What follows belongs to an exercise in optimizing a design on an open flow for a short achievable clock period and few clock cycles; a production flow would make more cautious choices. In this exercise RTL edits were held to simulation tests only and were not proved equivalent to the original.

$ cat flow/config.mk
export PLATFORM = sky130hd
export DESIGN_NAME = mips_multicycle
export DESIGN_NICKNAME = mips_multicycle
export VERILOG_FILES = /design/flow/design.v
export SDC_FILE = /design/flow/constraint.sdc
export NUM_CORES = 4
export LEC_CHECK = 0
export CAP_MARGIN = 20
export CORE_MARGIN = 2
export CORE_UTILIZATION = 40
export SLEW_MARGIN = 20
$ cat flow/constraint.sdc
create_clock -name core_clock -period 9.0 [get_ports {clk}]
set_input_delay 1.8000 -clock core_clock [delete_from_list [all_inputs] [get_ports {clk}]]
set_output_delay 1.8000 -clock core_clock [all_outputs]
set_load 0.01 [all_outputs]
$ cat flow/design.v
`timescale 1ns/1ps
package isa_pkg;
    typedef logic [31:0] word_t;     
    typedef logic [4:0]  reg_idx_t;  
    typedef struct packed {
        logic [5:0] opcode;
        reg_idx_t   rs;
        reg_idx_t   rt;
        reg_idx_t   rd;
        logic [4:0] shamt;
        logic [5:0] funct;
    } r_fmt_t;
    typedef struct packed {
        logic [5:0]  opcode;
        reg_idx_t    rs;
        reg_idx_t    rt;
        logic [15:0] imm;
    } i_fmt_t;
    typedef struct packed {
        logic [5:0]  opcode;
        logic [25:0] target;
    } j_fmt_t;
    typedef union packed {
        r_fmt_t r;
        i_fmt_t i;
        j_fmt_t j;
    } instr_t;
    localparam logic [5:0] OP_RTYPE = 6'h00;
    localparam logic [5:0] OP_J     = 6'h02;
    localparam logic [5:0] OP_BEQ   = 6'h04;
    localparam logic [5:0] OP_BNE   = 6'h05;
    localparam logic [5:0] OP_ADDI  = 6'h08;
    localparam logic [5:0] OP_ANDI  = 6'h0c;  
    localparam logic [5:0] OP_ORI   = 6'h0d;  
    localparam logic [5:0] OP_LW    = 6'h23;
    localparam logic [5:0] OP_SW    = 6'h2b;
    localparam logic [5:0] FN_SLL = 6'h00;
    localparam logic [5:0] FN_ADD = 6'h20;
    localparam logic [5:0] FN_SUB = 6'h22;
    localparam logic [5:0] FN_AND = 6'h24;
    localparam logic [5:0] FN_OR  = 6'h25;
    localparam logic [5:0] FN_SLT = 6'h2a;
    localparam word_t START_ADDR = 32'h0000_0000;  
endpackage
`timescale 1ns/1ps
package ctrl_pkg;
    typedef enum logic [3:0] {
        S_FETCH     = 4'd0,
        S_DECODE    = 4'd1,   
        S_MEM_ADDR  = 4'd2,
        S_MEM_READ  = 4'd3,
        S_MEM_WB    = 4'd4,
        S_MEM_WRITE = 4'd5,
        S_EXEC      = 4'd6,   
        S_ALU_WB    = 4'd7,
        S_BRANCH    = 4'd8,
        S_IMM_EXEC  = 4'd9,
        S_IMM_WB    = 4'd10,
        S_JUMP      = 4'd11
    } state_t;
    typedef enum logic [2:0] {
        ALU_ADD = 3'd0,
        ALU_SUB = 3'd1,
        ALU_AND = 3'd2,
        ALU_OR  = 3'd3,
        ALU_SLT = 3'd4,   
        ALU_SLL = 3'd5
    } alu_op_t;
    typedef enum logic [1:0] {
        SRCB_REG        = 2'd0,  
        SRCB_FOUR       = 2'd1,
        SRCB_IMM        = 2'd2,
        SRCB_BRANCH_OFS = 2'd3   
    } src_b_sel_t;
    typedef enum logic [1:0] {
        PCSRC_ALU    = 2'd0,  
        PCSRC_ALUOUT = 2'd1,  
        PCSRC_JUMP   = 2'd2
    } pc_src_t;
endpackage
`timescale 1ns/1ps
import isa_pkg::*; import ctrl_pkg::*;
module alu (
    input  isa_pkg::word_t   a,
    input  isa_pkg::word_t   b,
    input  ctrl_pkg::alu_op_t op,
    output isa_pkg::word_t   y,
    output logic    zero     
);
    always_comb begin
        case (op)
            ALU_ADD: y = a + b;
            ALU_SUB: y = a - b;
            ALU_AND: y = a & b;
            ALU_OR:  y = a | b;
            ALU_SLT: y = {31'b0, $signed(a) < $signed(b)};
            ALU_SLL: y = a << b[4:0];    
            default: y = '0;
        endcase
    end
    assign zero = (y == '0);
endmodule
`timescale 1ns/1ps
import isa_pkg::*;
module reg_file (
    input  logic     clk,
    input  logic     we,
    input  isa_pkg::reg_idx_t ra0,
    input  isa_pkg::reg_idx_t ra1,
    input  isa_pkg::reg_idx_t wa,
    input  isa_pkg::word_t    wd,
    output isa_pkg::word_t    rd0,
    output isa_pkg::word_t    rd1
);
    isa_pkg::word_t regs [32];
    always_ff @(posedge clk) begin
        if (we && wa != '0) regs[wa] <= wd;
    end
    assign rd0 = (ra0 == '0) ? '0 : regs[ra0];
    assign rd1 = (ra1 == '0) ? '0 : regs[ra1];
endmodule
`timescale 1ns/1ps
import isa_pkg::*; import ctrl_pkg::*;
module datapath (
    input  logic       clk,
    input  logic       rst_n,
    input  logic       pc_en,
    input  logic       ir_write,
    input  logic       dr_write,
    input  logic       reg_write,
    input  logic       alu_out_write,
    input  logic       ior_d,
    input  logic       reg_dst,
    input  logic       mem_to_reg,
    input  logic       alu_src_a,
    input  logic       ext_sign,
    input  logic       use_shamt,
    input  ctrl_pkg::alu_op_t    alu_op,
    input  ctrl_pkg::src_b_sel_t alu_src_b,
    input  ctrl_pkg::pc_src_t    pc_src,
    input  isa_pkg::word_t      r_data,
    output isa_pkg::word_t      mem_addr,
    output isa_pkg::word_t      w_data,
    output isa_pkg::instr_t     instr,
    output logic       alu_zero
);
    isa_pkg::word_t  pc;
    isa_pkg::instr_t ir;
    isa_pkg::word_t  dr;        
    isa_pkg::word_t  a_reg;     
    isa_pkg::word_t  b_reg;     
    isa_pkg::word_t  alu_out;
    isa_pkg::word_t    rf_rd0;
    isa_pkg::word_t    rf_rd1;
    isa_pkg::word_t    rf_wd;
    isa_pkg::reg_idx_t rf_wa;
    isa_pkg::word_t imm_ext;
    isa_pkg::word_t branch_ofs;
    isa_pkg::word_t jump_addr;
    isa_pkg::word_t src_a;
    isa_pkg::word_t src_b;
    isa_pkg::word_t alu_y;
    isa_pkg::word_t pc_nxt;
    always_ff @(posedge clk or negedge rst_n) begin
        if (!rst_n) begin
            pc      <= START_ADDR;
            ir      <= '0;
            dr      <= '0;
            a_reg   <= '0;
            b_reg   <= '0;
            alu_out <= '0;
        end else begin
            if (pc_en)         pc      <= pc_nxt;
            if (ir_write)      ir      <= r_data;
            if (dr_write)      dr      <= r_data;
            if (alu_out_write) alu_out <= alu_y;
            a_reg <= rf_rd0;   
            b_reg <= rf_rd1;
        end
    end
    assign instr    = ir;
    assign mem_addr = ior_d ? alu_out : pc;    
    assign w_data   = b_reg;
    assign rf_wa = reg_dst ? ir.r.rd : ir.i.rt;
    assign rf_wd = mem_to_reg ? dr : alu_out;
    reg_file u_rf (
        .clk (clk),
        .we  (reg_write),
        .ra0 (ir.r.rs),
        .ra1 (ir.r.rt),
        .wa  (rf_wa),
        .wd  (rf_wd),
        .rd0 (rf_rd0),
        .rd1 (rf_rd1)
    );
    assign imm_ext    = ext_sign ? {{16{ir.i.imm[15]}}, ir.i.imm} : {16'b0, ir.i.imm};
    assign branch_ofs = {{14{ir.i.imm[15]}}, ir.i.imm, 2'b00};
    assign jump_addr  = {pc[31:28], ir.j.target, 2'b00};   
    assign src_a = !alu_src_a ? pc :
                   use_shamt  ? b_reg : a_reg;
    always_comb begin
        case (alu_src_b)
            SRCB_REG:        src_b = use_shamt ? {27'b0, ir.r.shamt} : b_reg;
            SRCB_FOUR:       src_b = 32'd4;
            SRCB_IMM:        src_b = imm_ext;
            SRCB_BRANCH_OFS: src_b = branch_ofs;
            default:         src_b = b_reg;
        endcase
    end
    alu u_alu (
        .a    (src_a),
        .b    (src_b),
        .op   (alu_op),
        .y    (alu_y),
        .zero (alu_zero)
    );
    always_comb begin
        case (pc_src)
            PCSRC_ALUOUT: pc_nxt = alu_out;     
            PCSRC_JUMP:   pc_nxt = jump_addr;
            default:      pc_nxt = alu_y;       
        endcase
    end
endmodule
`timescale 1ns/1ps
import isa_pkg::*; import ctrl_pkg::*;
module control_fsm (
    input  logic       clk,
    input  logic       rst_n,
    input  isa_pkg::instr_t     instr,          
    input  logic       alu_zero,
    output logic       pc_en,
    output logic       ir_write,
    output logic       dr_write,
    output logic       reg_write,
    output logic       alu_out_write,
    output logic       mem_write,
    output logic       ior_d,          
    output logic       reg_dst,        
    output logic       mem_to_reg,     
    output logic       alu_src_a,      
    output logic       ext_sign,
    output logic       use_shamt,
    output ctrl_pkg::alu_op_t    alu_op,
    output ctrl_pkg::src_b_sel_t alu_src_b,
    output ctrl_pkg::pc_src_t    pc_src
);
    ctrl_pkg::state_t     state;
    ctrl_pkg::state_t     state_nxt;
    logic [5:0] opcode;
    logic [5:0] funct;
    assign opcode = instr.r.opcode;
    assign funct  = instr.r.funct;
    always_ff @(posedge clk or negedge rst_n) begin
        if (!rst_n) state <= S_FETCH;
        else        state <= state_nxt;
    end
    always_comb begin
        state_nxt = S_FETCH;
        case (state)
            S_FETCH:  state_nxt = S_DECODE;
            S_DECODE: begin
                case (opcode)
                    OP_LW, OP_SW:            state_nxt = S_MEM_ADDR;
                    OP_RTYPE:                state_nxt = S_EXEC;
                    OP_ADDI, OP_ANDI, OP_ORI: state_nxt = S_IMM_EXEC;
                    OP_BEQ, OP_BNE:          state_nxt = S_BRANCH;
                    OP_J:                    state_nxt = S_JUMP;
                    default:                 state_nxt = S_FETCH;  
                endcase
            end
            S_MEM_ADDR: state_nxt = (opcode == OP_LW) ? S_MEM_READ : S_MEM_WRITE;
            S_MEM_READ: state_nxt = S_MEM_WB;
            S_EXEC:     state_nxt = S_ALU_WB;
            S_IMM_EXEC: state_nxt = S_IMM_WB;
            default:    state_nxt = S_FETCH;  
        endcase
    end
    always_comb begin
        pc_en         = 1'b0;
        ir_write      = 1'b0;
        dr_write      = 1'b0;
        reg_write     = 1'b0;
        alu_out_write = 1'b0;
        mem_write     = 1'b0;
        ior_d         = 1'b0;
        reg_dst       = 1'b0;
        mem_to_reg    = 1'b0;
        alu_src_a     = 1'b0;
        ext_sign      = 1'b0;
        use_shamt     = 1'b0;
        alu_op        = ALU_ADD;
        alu_src_b     = SRCB_REG;
        pc_src        = PCSRC_ALU;
        case (state)
            S_FETCH: begin
                ir_write  = 1'b1;        
                alu_src_b = SRCB_FOUR;   
                pc_en     = 1'b1;
            end
            S_DECODE: begin
                alu_src_b     = SRCB_BRANCH_OFS;  
                alu_out_write = 1'b1;
            end
            S_MEM_ADDR: begin
                alu_src_a     = 1'b1;
                alu_src_b     = SRCB_IMM;
                ext_sign      = 1'b1;
                alu_out_write = 1'b1;   
            end
            S_MEM_READ: begin
                ior_d    = 1'b1;
                dr_write = 1'b1;
            end
            S_MEM_WB: begin
                reg_write  = 1'b1;
                mem_to_reg = 1'b1;      
            end
            S_MEM_WRITE: begin
                ior_d     = 1'b1;
                mem_write = 1'b1;
            end
            S_EXEC: begin
                alu_src_a     = 1'b1;
                alu_out_write = 1'b1;
                case (funct)
                    FN_SUB:  alu_op = ALU_SUB;
                    FN_AND:  alu_op = ALU_AND;
                    FN_OR:   alu_op = ALU_OR;
                    FN_SLT:  alu_op = ALU_SLT;
                    FN_SLL: begin
                        alu_op    = ALU_SLL;
                        use_shamt = 1'b1;   
                    end
                    default: alu_op = ALU_ADD;
                endcase
            end
            S_ALU_WB: begin
                reg_write = 1'b1;
                reg_dst   = 1'b1;
            end
            S_IMM_EXEC: begin
                alu_src_a     = 1'b1;
                alu_src_b     = SRCB_IMM;
                alu_out_write = 1'b1;
                ext_sign      = (opcode == OP_ADDI);  
                case (opcode)
                    OP_ANDI: alu_op = ALU_AND;
                    OP_ORI:  alu_op = ALU_OR;
                    default: alu_op = ALU_ADD;
                endcase
            end
            S_IMM_WB: reg_write = 1'b1;
            S_BRANCH: begin
                alu_src_a = 1'b1;
                alu_op    = ALU_SUB;        
                pc_src    = PCSRC_ALUOUT;
                pc_en     = (opcode == OP_BEQ &&  alu_zero) ||
                            (opcode == OP_BNE && !alu_zero);
            end
            S_JUMP: begin
                pc_src = PCSRC_JUMP;
                pc_en  = 1'b1;
            end
            default: ;
        endcase
    end
endmodule
`timescale 1ns/1ps
import isa_pkg::*; import ctrl_pkg::*;
module mips_multicycle (
    input  logic  clk,
    input  logic  rst_n,
    input  isa_pkg::word_t r_data,    
    output isa_pkg::word_t mem_addr,
    output isa_pkg::word_t w_data,
    output logic  wr_en      
);
    logic pc_en;
    logic ir_write;
    logic dr_write;
    logic reg_write;
    logic alu_out_write;
    logic       ior_d;
    logic       reg_dst;
    logic       mem_to_reg;
    logic       alu_src_a;
    logic       ext_sign;
    logic       use_shamt;
    ctrl_pkg::alu_op_t    alu_op;
    ctrl_pkg::src_b_sel_t alu_src_b;
    ctrl_pkg::pc_src_t    pc_src;
    isa_pkg::instr_t instr;
    logic   alu_zero;
    control_fsm u_ctrl (
        .clk           (clk),
        .rst_n         (rst_n),
        .instr         (instr),
        .alu_zero      (alu_zero),
        .pc_en         (pc_en),
        .ir_write      (ir_write),
        .dr_write      (dr_write),
        .reg_write     (reg_write),
        .alu_out_write (alu_out_write),
        .mem_write     (wr_en),      
        .ior_d         (ior_d),
        .reg_dst       (reg_dst),
        .mem_to_reg    (mem_to_reg),
        .alu_src_a     (alu_src_a),
        .ext_sign      (ext_sign),
        .use_shamt     (use_shamt),
        .alu_op        (alu_op),
        .alu_src_b     (alu_src_b),
        .pc_src        (pc_src)
    );
    datapath u_dp (
        .clk           (clk),
        .rst_n         (rst_n),
        .pc_en         (pc_en),
        .ir_write      (ir_write),
        .dr_write      (dr_write),
        .reg_write     (reg_write),
        .alu_out_write (alu_out_write),
        .ior_d         (ior_d),
        .reg_dst       (reg_dst),
        .mem_to_reg    (mem_to_reg),
        .alu_src_a     (alu_src_a),
        .ext_sign      (ext_sign),
        .use_shamt     (use_shamt),
        .alu_op        (alu_op),
        .alu_src_b     (alu_src_b),
        .pc_src        (pc_src),
        .r_data        (r_data),
        .mem_addr      (mem_addr),
        .w_data        (w_data),
        .instr         (instr),
        .alu_zero      (alu_zero)
    );
endmodule
$ cat flow/run.sh
#!/bin/bash
# synth_recipe.tcl (not shown) runs the flow's synth.tcl, then flattens the netlist and writes it again
# the make line also repeats each setting of config.mk as NAME=value (left out here)
make -C /OpenROAD-flow-scripts/flow DESIGN_CONFIG=/design/flow/config.mk WORK_HOME=/design/flow/orfs CLKGATE_MAP_FILE= SYNTH_SCRIPT=/design/flow/synth_recipe.tcl finish
==> summary.txt <==
- The flow ran to the end and the layout has no timing, DRC or antenna violations.
- Based on the critical path, the design can be clocked at up to 0.120 GHz.
- The share of layout cells above drive strength 1 is 29.4%.
- The number of antenna violations at the first check in global routing was 5.
- Averaged over all synthesized cells, the footprint is 16.1 um^2.
- The number of levels the H-tree was split into is 4.
- The synthesized cell area is 63700 um^2.
- The floorplan step defined a core boundary enclosing 158000 um^2.
- The area of the die is 162000 um^2.
- After detailed routing, the average wire length per cell comes to 34.5 um.
- The clock net sink count is 1220.
- Counting instances, the worst hold path has a depth of 1.
- Prior to clock tree synthesis, the placed netlist has a worst setup slack of 0.870 ns.
- TritonCTS built the clock tree.
- Across every metal layer, demand over resource in global routing totals 26.2%.
- The count of cells along the worst register-to-register path is 24.
- The source-to-sink clock delay at the later pin of the worst-skew pair is 0.78 ns.
- The post-route antenna net violation count is 0.
- At the worst endpoint, the arrival time is 8.93 ns.
- The worst hold-check path type is reg -> reg.
- The total of cells resized after clock tree synthesis is 0.
- Counting the fill cells in the layout gives 13727.
- STA classifies the critical path endpoint as a flop.
- sky130_fd_sc_hd__edfxtp_1 takes more of the synthesized area than any other cell.
- The first global-routing pass estimated 303000 um of wire.
- In this run the tool buffered the top-level ports with 98 buffer cells.
- Among all flip-flop cells after synthesis, the most frequent one is sky130_fd_sc_hd__edfxtp_1.
- The kind of launch point of the worst setup path is a flop.
- The final setup slack of the worst path is 0.694 ns.
- The relative slew slack is 22.1%.
- Traced cell by cell, the critical path runs through or3b_1 > nor3_4 > buf_4 > buf_4 > nand2_1 > o211ai_1 > ha_1 > or3_1 > or4_1 > nor2_1 > and3_1 > nor4b_1 > or2_2 > a221o_1 > nor2_1 > nand4b_1 > nor4_1 > buf_4 > and4_1 > nand2_2 > xnor2_4 > a21oi_4 > buf_12 > mux2_2.
- Among all stages on the critical path, the largest delay is contributed by sky130_fd_sc_hd__dfrtp_1.
- The register with the most flip-flops in the layout has 1024 of them.
- The height of the die is 403 um.
- The total number of yosys warnings is 4.
- The detailed-placement wirelength estimate is 133000 um.
- The number of different library cells in the post-synthesis netlist is 97.
- The utilization after layout is 45.3%.
- In this run the clock root is driven by a sky130_fd_sc_hd__clkbuf_16.
- Dividing the final minimum period by the clock period gives 92.3%.
- For this block, the routed nets add up to 214000 um of wire.
- The starting density of the core is 40.2%.
- The clock period could shrink to 8.31 ns.
- The final hold violation count is 0.
- The highest cell delay on the worst timing path is 0.80 ns.
- The floorplan has 146 rows.
- The total overflow reported by the global router is 0.
- The required arrival time at the worst endpoint is 9.62 ns.
- The critical path runs through a total of 24 cells.
- The number of buffers inserted during clock tree synthesis is 132.
- The first routing iteration left 5373 violations.
- The layout overhead on the synthesized area is 12.6%.
- The cell count after synthesis came out at 3964.
- The width of the chip is 403 um.
- The critical path is of the reg -> reg type.
- Across the run, the number of max-cap violations was 0.
- The proportion of netlist area held by the largest area contributor is 48.3%.
- The largest fanout on the critical path is 28.
- The pin slew with the least headroom to its limit is 1.16 ns.
- The total I/O pin count is 99.
- The kind of cell adding the most delay to the critical path is simple AND/OR/NAND/NOR gates.
- The final layout contains 4181 nets.
- The maximum clock skew at final layout is 0.0383 ns.
- The routed layout has 40431 vias.
- In this run, synthesis produced a sequential element count of 1220.
- The post-CTS setup-driven buffer insertion count is 0.
- The buffer and inverter count on the worst path is 4.
- Yosys mapped a number of flops with a built-in enable equal to 1024.
- After synthesis, the cell types taking the most area are sky130_fd_sc_hd__edfxtp_1, sky130_fd_sc_hd__mux4_2, sky130_fd_sc_hd__dfrtp_1, sky130_fd_sc_hd__mux2_2, sky130_fd_sc_hd__ha_1.
- The most frequent cell on the critical path is sky130_fd_sc_hd__buf_4.
- The number of pins with negative max-slew slack in the final report is 0.
- The number of global-route vias before repair is 39745.
- The ratio of routed vias to standard cells is 6.50.
- The maximum number of pins on one net before global-route repair is 119.
- The number of remaining DRC errors is 0.
- The most flop-heavy register is u_dp.u_rf.regs.
- The number of buffers on the longest clock path is 3.
- The pre-antenna-repair detailed-routing pass consisted of 8 iterations.
- Hold repair after CTS inserted 0 buffers.
- The share of flip-flops with an asynchronous set or reset after synthesis is 16.1%.
- Summing the sequential cell areas from Yosys gives 56.0% of the chip area.
- After clock tree synthesis, the clock-pin slew on the worst setup and hold paths is 0.06 ns.
- Setup repair after global routing left no endpoint under its margin.
- The final count of negative-setup-slack endpoints is 0.
- Routability-driven placement finished with a final weighted congestion of 0.999.
- The final-layout setup total negative slack is 0 ns.
==> cells by family (layout without fill, tap and decap cells) <==
logic type	count (synthesis)	after routing	share of synthesized area, %
compound gates	615	615	6.67
xor+xnor	14	14	0.222
fa+ha+maj	107	107	2.13
buf+inv	442	590	2.67
flops	1220	1220	56.0
mux	919	919	27.4
other cells	1	33	0.00589
simple gates	646	646	4.87
==> area by class of cell <==
| class | instances | area (um^2) | share of cell area [%] |
|---|---|---|---|
| flip-flops and latches | 1220 | 35700 | 49.8 |
| clock buffers | 169 | 3520 | 4.92 |
| inverters | 132 | 495 | 0.691 |
| diodes | 1 | 2.50 | 0.00349 |
| clock inverters | 68 | 619 | 0.864 |
| well taps | 2072 | 2590 | 3.62 |
| repair buffers | 221 | 1980 | 2.77 |
| multi-input cells | 2333 | 26800 | 37.4 |
==> per-stage QoR <==
stage	cell area, um^2	hold WS, ns	cells
after floorplan	63800	0.475	3995
after global placement	67500	0.483	5977
after detailed placement	67600	0.492	5978
after CTS	71700	0.505	6215
after global routing	71700	0.512	6215
final	71700	0.505	6216
==> placed cells by master (no fill, tap or decap), drive strengths merged, types with 97 or more instances in the layout <==
cell type,netlist,final
buf,92,124
mux4,641,641
nand2,128,128
nor2,258,258
mux2i,117,117
edfxtp,1024,1024
clkbuf,218,169
clkdlybuf4s50,0,97
ha,105,105
inv,132,138
mux2,161,161
o21ai,113,113
dfrtp,196,196
a21oi,150,150
==> worst reg2reg max path: cells and delay by family (launching register included) <==
kind	cells	cell delay (ns)
xor+xnor	1	0.15
buf+inv	4	1.09
mux	1	0.39
compound gates	3	0.89
simple gates	14	4.38
fa+ha+maj	1	0.48
flops	1	0.80
==> synth_stat cells (10+ instances only) <==
master and number:
sky130_fd_sc_hd__edfxtp_1 1024, sky130_fd_sc_hd__mux4_2 641, sky130_fd_sc_hd__nor2_1 257, sky130_fd_sc_hd__clkbuf_1 218, sky130_fd_sc_hd__dfrtp_1 196, sky130_fd_sc_hd__mux2_2 152
sky130_fd_sc_hd__a21oi_1 149, sky130_fd_sc_hd__inv_1 130, sky130_fd_sc_hd__nand2_1 127, sky130_fd_sc_hd__mux2i_1 114, sky130_fd_sc_hd__o21ai_0 111, sky130_fd_sc_hd__ha_1 105
sky130_fd_sc_hd__buf_1 71, sky130_fd_sc_hd__nor3_1 55, sky130_fd_sc_hd__nand3_1 39, sky130_fd_sc_hd__a21o_1 33, sky130_fd_sc_hd__a221oi_1 33, sky130_fd_sc_hd__o221ai_1 33
sky130_fd_sc_hd__nand4_1 31, sky130_fd_sc_hd__a221o_1 26, sky130_fd_sc_hd__a22oi_1 21, sky130_fd_sc_hd__a211oi_1 20, sky130_fd_sc_hd__o211ai_1 20, sky130_fd_sc_hd__o31ai_1 20
sky130_fd_sc_hd__o22ai_1 18, sky130_fd_sc_hd__buf_2 17, sky130_fd_sc_hd__nor4_1 17, sky130_fd_sc_hd__a31oi_1 16, sky130_fd_sc_hd__or2_2 16, sky130_fd_sc_hd__nand2b_1 15
sky130_fd_sc_hd__or3_1 14, sky130_fd_sc_hd__and3_1 11, sky130_fd_sc_hd__xnor2_1 11, sky130_fd_sc_hd__o21bai_1 10
==> final timing paths <==
check / startpoint / slack, ns / to
max reg2reg: u_ctrl.state[1] / 0.69 / u_dp.pc[12]
max: u_ctrl.state[1] / 0.69 / u_dp.pc[12]
min reg2reg: u_dp.dr[5] / 0.51 / u_dp.dr[5]
max in group asynchronous: rst_n / 6.75 / u_dp.ir[23]
min in group asynchronous: rst_n / 1.05 / u_dp.alu_out[5]
min: u_dp.dr[5] / 0.51 / u_dp.dr[5]
==> layer usage <==
| metal | track usage [%] | part of all wire, % | vias to the layer above |
|---|---|---|---|
| li1 | - | - | 16399 |
| met1 | 36.7 | 40 | 21375 |
| met2 | 41.3 | 47 | 2264 |
| met3 | 5.21 | 9.5 | 385 |
| met4 | 8.71 | 3.4 | 8 |
| met5 | 0 | 0.025 | - |
Testbench counts, summed over its fixed seeds: cycles 23,917.

## separate check: timing with driven ports
The results above use ideal ports. As a check the final layout listed here was re-extracted and re-timed, cells and wires unchanged. Step 1 assumes that a clkbuf_16 drives the clock port and a buf_2 every other input. Step 2 moves the port delays by t, midway between the first and last clock arrival at a register: inputs arrive t later, outputs are due t later. That takes back most of the time a late clock gives input paths. a / b / c = no drivers / after step 1 / after step 2; a / b = the first two.
shift t [ns]: 0.849
setup slack, ns: 0.694 / 0.694 / 0.694
cell pins on the clock port's net: 1
After both steps this run still meets setup and hold. For this run, drivers alone change the setup slack by 0.000 ns; drivers and shift together by 0.000 ns.
